This is an optimization exercise on Yosys and OpenROAD, whose aim is small area, a short achievable clock period and few clock cycles per item, not a production implementation.
The RTL was checked by simulation tests, not by an equivalence proof against the original design.
Power figures rest on the tool's default switching activity, not on a simulated workload.

==> flow/design.v <==
module gobang_move_sequencer #(
   parameter int BOARD_N = 15,
   parameter int WIN_LEN = 5
) (
   input  logic                         clk,
   input  logic                         rst_n,
   input  logic                         new_game,
   input  logic                         move_valid,
   output logic                         move_ready,
   input  logic [3:0]                   move_row,
   input  logic [3:0]                   move_col,
   output logic                         result_valid,
   output logic [1:0]                   result_code,
   output logic                         winner,
   output logic                         turn,
   output logic                         game_over,
   output logic [7:0]                   move_count,
   output logic [BOARD_N*BOARD_N-1:0]   board_black,
   output logic [BOARD_N*BOARD_N-1:0]   board_white
);
   localparam int N     = BOARD_N;
   localparam int CELLS = N * N;
   localparam int W     = WIN_LEN;
   localparam int ND    = 2 * N - 1;      
   logic             result_valid_q;
   logic [1:0]       result_code_q;
   logic             winner_q;
   logic             turn_q;
   logic             over_q;
   logic [7:0]       count_q;
   logic [CELLS-1:0] black_q;
   logic [CELLS-1:0] white_q;
   logic [N-1:0]  rsel, csel;         
   logic [ND-1:0] dsel;               
   logic [ND-1:0] asel;               
   logic [3:0] rh, rl, ch, cl;
   logic [6:0] dh, dl;                
   logic [6:0] sh, sl;                
   always_comb begin
      for (int a = 0; a < 4; a++) begin
         rh[a] = (move_row[3:2] == 2'(a));
         rl[a] = (move_row[1:0] == 2'(a));
         ch[a] = (move_col[3:2] == 2'(a));
         cl[a] = (move_col[1:0] == 2'(a));
      end
      for (int i = 0; i < N; i++) begin
         rsel[i] = rh[i / 4] & rl[i % 4];
         csel[i] = ch[i / 4] & cl[i % 4];
      end
      dh = '0; dl = '0; sh = '0; sl = '0;
      for (int a = 0; a < 4; a++)
         for (int b = 0; b < 4; b++) begin
            dh[b - a + 3] = dh[b - a + 3] | (rh[a] & ch[b]);
            dl[b - a + 3] = dl[b - a + 3] | (rl[a] & cl[b]);
            sh[a + b]     = sh[a + b]     | (rh[a] & ch[b]);
            sl[a + b]     = sl[a + b]     | (rl[a] & cl[b]);
         end
      dsel = '0;
      asel = '0;
      for (int x = 0; x < 7; x++)
         for (int y = 0; y < 7; y++) begin
            if (4*x + y - 15 + N - 1 >= 0 && 4*x + y - 15 + N - 1 < ND)
               dsel[4*x + y - 15 + N - 1] = dsel[4*x + y - 15 + N - 1] | (dh[x] & dl[y]);
            if (4*x + y < ND)
               asel[4*x + y] = asel[4*x + y] | (sh[x] & sl[y]);
         end
   end
   logic [N-1:0] row_b, row_w;
   logic         occ, legal;
   always_comb begin
      row_b = '0;
      row_w = '0;
      for (int i = 0; i < N; i++)
         for (int j = 0; j < N; j++) begin
            row_b[j] = row_b[j] | (rsel[i] & black_q[i*N + j]);
            row_w[j] = row_w[j] | (rsel[i] & white_q[i*N + j]);
         end
      occ   = |(csel & (row_b | row_w));
      legal = (|rsel) && (|csel) && !occ;
   end
   logic [CELLS-1:0] mine;
   logic [N-1:0]     line_h, line_v, line_d, line_a;
   logic [N-1:0]     new_h, new_v, new_d, new_a;
   logic             win_h, win_v, win_d, win_a, win;
   always_comb begin
      mine   = turn_q ? white_q : black_q;
      line_h = turn_q ? row_w : row_b;
      line_v = '0;
      line_d = '0;
      line_a = '0;
      for (int i = 0; i < N; i++)
         for (int j = 0; j < N; j++) begin
            line_v[i] = line_v[i] | (csel[j] & mine[i*N + j]);
            if (j - i >= -(N - W) && j - i <= N - W)
               line_d[i] = line_d[i] | (dsel[j - i + N - 1] & mine[i*N + j]);
            if (i + j >= W - 1 && i + j <= 2*N - 1 - W)
               line_a[i] = line_a[i] | (asel[i + j] & mine[i*N + j]);
         end
      new_h = line_h | csel;
      new_v = line_v | rsel;
      new_d = line_d | rsel;
      new_a = line_a | rsel;
      win_h = 1'b0;
      win_v = 1'b0;
      win_d = 1'b0;
      win_a = 1'b0;
      for (int k = 0; k + W <= N; k++) begin
         win_h = win_h | (&new_h[k +: W]);
         win_v = win_v | (&new_v[k +: W]);
         win_d = win_d | (&new_d[k +: W]);
         win_a = win_a | (&new_a[k +: W]);
      end
      win = win_h | win_v | win_d | win_a;
   end
   logic take, place;
   logic [N-1:0] cb, cw;              
   assign move_ready = !over_q;
   assign take       = move_valid && !over_q && !new_game;
   assign place      = take && legal;
   assign cb         = csel & {N{take && !turn_q}};
   assign cw         = csel & {N{take &&  turn_q}};
   always_ff @(posedge clk or negedge rst_n) begin
      if (!rst_n) begin
         result_valid_q <= 1'b0;
         result_code_q  <= 2'd0;
         winner_q       <= 1'b0;
         turn_q         <= 1'b0;
         over_q         <= 1'b0;
         count_q        <= 8'd0;
      end else if (new_game) begin
         result_valid_q <= 1'b0;
         result_code_q  <= 2'd0;
         winner_q       <= 1'b0;
         turn_q         <= 1'b0;
         over_q         <= 1'b0;
         count_q        <= 8'd0;
      end else begin
         result_valid_q <= take;
         if (take) begin
            if (!legal) begin
               result_code_q <= 2'd3;
            end else begin
               count_q <= count_q + 8'd1;
               if (win) begin
                  result_code_q <= 2'd1;
                  winner_q      <= turn_q;
                  over_q        <= 1'b1;
               end else if (count_q == 8'(CELLS - 1)) begin
                  result_code_q <= 2'd2;
                  over_q        <= 1'b1;
               end else begin
                  result_code_q <= 2'd0;
                  turn_q        <= !turn_q;
               end
            end
         end
      end
   end
   always_ff @(posedge clk or negedge rst_n) begin
      if (!rst_n) begin
         black_q <= '0;
         white_q <= '0;
      end else begin
         for (int i = 0; i < N; i++)
            for (int j = 0; j < N; j++) begin
               black_q[i*N + j] <= (black_q[i*N + j] || (rsel[i] && cb[j])) && !white_q[i*N + j] && !new_game;
               white_q[i*N + j] <= (white_q[i*N + j] || (rsel[i] && cw[j])) && !black_q[i*N + j] && !new_game;
            end
      end
   end
   assign result_valid = result_valid_q;
   assign result_code  = result_code_q;
   assign winner       = winner_q;
   assign turn         = turn_q;
   assign game_over    = over_q;
   assign move_count   = count_q;
   assign board_black  = black_q;
   assign board_white  = white_q;
endmodule
clock: 12.0 ns
lec_check: 0
abc_area: 1
cap_margin: 30
core_margin: 2
core_utilization: 40
place_density: 0.55
slew_margin: 30
standard.sh (not shown) runs the stock make flow with config.mk's settings and CLKGATE_MAP_FILE= SYNTH_SCRIPT=/design/flow/synth_recipe.tcl, a recipe that flattens the netlist after the stock synthesis.
==> flow/flow/run.sh <==
#!/bin/bash
# Standard ORFS layout, with the port buffers made from the smallest buffer cell
# and timing repair aiming 7 ns below the clock period.
set -euo pipefail
export BUFFER_PORTS_ARGS="-buffer_cell sky130_fd_sc_hd__buf_1"
export SETUP_SLACK_MARGIN=7
bash standard.sh > flow.log 2>&1
The baseline completed without violations.
Testbench counts at the start, summed over its fixed seeds: cycles 5,179, moves 5,091.
Change:
--- a/flow/design.v
+++ b/flow/design.v
@@ -164,6 +164,6 @@
          for (int i = 0; i < N; i++)
             for (int j = 0; j < N; j++) begin
-               black_q[i*N + j] <= (black_q[i*N + j] || (rsel[i] && cb[j])) && !white_q[i*N + j] && !new_game;
-               white_q[i*N + j] <= (white_q[i*N + j] || (rsel[i] && cw[j])) && !black_q[i*N + j] && !new_game;
+               black_q[i*N + j] <= (black_q[i*N + j] && !new_game) || (rsel[i] && cb[j] && !white_q[i*N + j]);
+               white_q[i*N + j] <= (white_q[i*N + j] && !new_game) || (rsel[i] && cw[j] && !black_q[i*N + j]);
             end
       end
Wire length falls by a few percent.
Final area falls by a few percent.
Combinational power falls by a few percent.
Global-route usage falls by 0.62 points.
Via count falls by a little under a tenth.
Worst setup slack is better by 68 ps.
Sequential power stays flat.
Fmax rises slightly.
Clock-buffer cell count rises by 5.
Testbench counts after the change, summed over its fixed seeds: cycles 5,179, moves 5,091.

* * *

Setup of v26:
Starts from the design.v that is shown in full above.
clock: 12.0 ns
lec_check: 0
abc_area: 1
cap_margin: 30
core_margin: 2
core_utilization: 35
place_density: 0.5
slew_margin: 30
Scripts as last shown in full above: flow/flow/run.sh
Testbench counts of v26, summed over its fixed seeds: cycles 5,179, moves 5,091.
> inputs changed (v26 -> v24)
--- a/flow/design.v
+++ b/flow/design.v
@@ -164,6 +164,6 @@
          for (int i = 0; i < N; i++)
             for (int j = 0; j < N; j++) begin
-               black_q[i*N + j] <= (black_q[i*N + j] || (rsel[i] && cb[j])) && !white_q[i*N + j] && !new_game;
-               white_q[i*N + j] <= (white_q[i*N + j] || (rsel[i] && cw[j])) && !black_q[i*N + j] && !new_game;
+               black_q[i*N + j] <= (black_q[i*N + j] && !new_game) || (rsel[i] && cb[j] && !white_q[i*N + j]);
+               white_q[i*N + j] <= (white_q[i*N + j] && !new_game) || (rsel[i] && cw[j] && !black_q[i*N + j]);
             end
       end
==> comparison <==
v24 against v26; first-pass GRT wire length is down slightly. Final cell area: v24 below v26. v24 ends up with lower cell leakage power than v26 does. On setup slack, v26 beats v24. Final core utilization | v24 above v26. The number of cells on the worst hold path of v26 and that of v24 are within noise of each other. Per the comparison of v24 with v26, simple-gate area share of the yosys netlist decreased by 10 points relative to the old numbers, fraction of power spent switching nets saw an increase, routed wire length decreased about 0.5%. In the flow results for v26 and v24, the total setup buffers inserted after CTS is smaller on v24. Re number of placement rows: v24 is about 2.7% down on v26. Against v26 as the reference, v24 delivers a lower synthesized cell area.
Testbench counts of v24, summed over its fixed seeds: cycles 5,179, moves 5,091.

[re-timing with driven ports]
The flow's constraints put no driver on any port. The routed layouts listed below were extracted and timed again, unchanged, in two steps. Step 1, drivers: a clkbuf_16 drives clk and a buf_2 each remaining input, both assumed. Step 2 also shifts input and output timing later by t, the mid clock arrival at the registers, as if the neighbouring blocks saw the same clock. a / b / c = ideal / step 1 / step 2; a / b = the first two.
run	shift t [ns]	setup WS [ns]	latest minus earliest clock arrival (ns)
the first run of note 1	0.722	6.894 / 6.918 / 6.196	0.029 / 0.030
the second run of note 1	0.737	6.962 / 6.984 / 6.247	0.038 / 0.038
v26	0.734	6.949 / 6.967 / 6.232	0.029 / 0.029
v24	0.738	6.941 / 6.992 / 6.254	0.050 / 0.051
After both steps every run listed still meets setup and hold. For v26, which loses most, drivers alone change the setup slack by +0.018 ns; drivers and shift together by -0.717 ns.
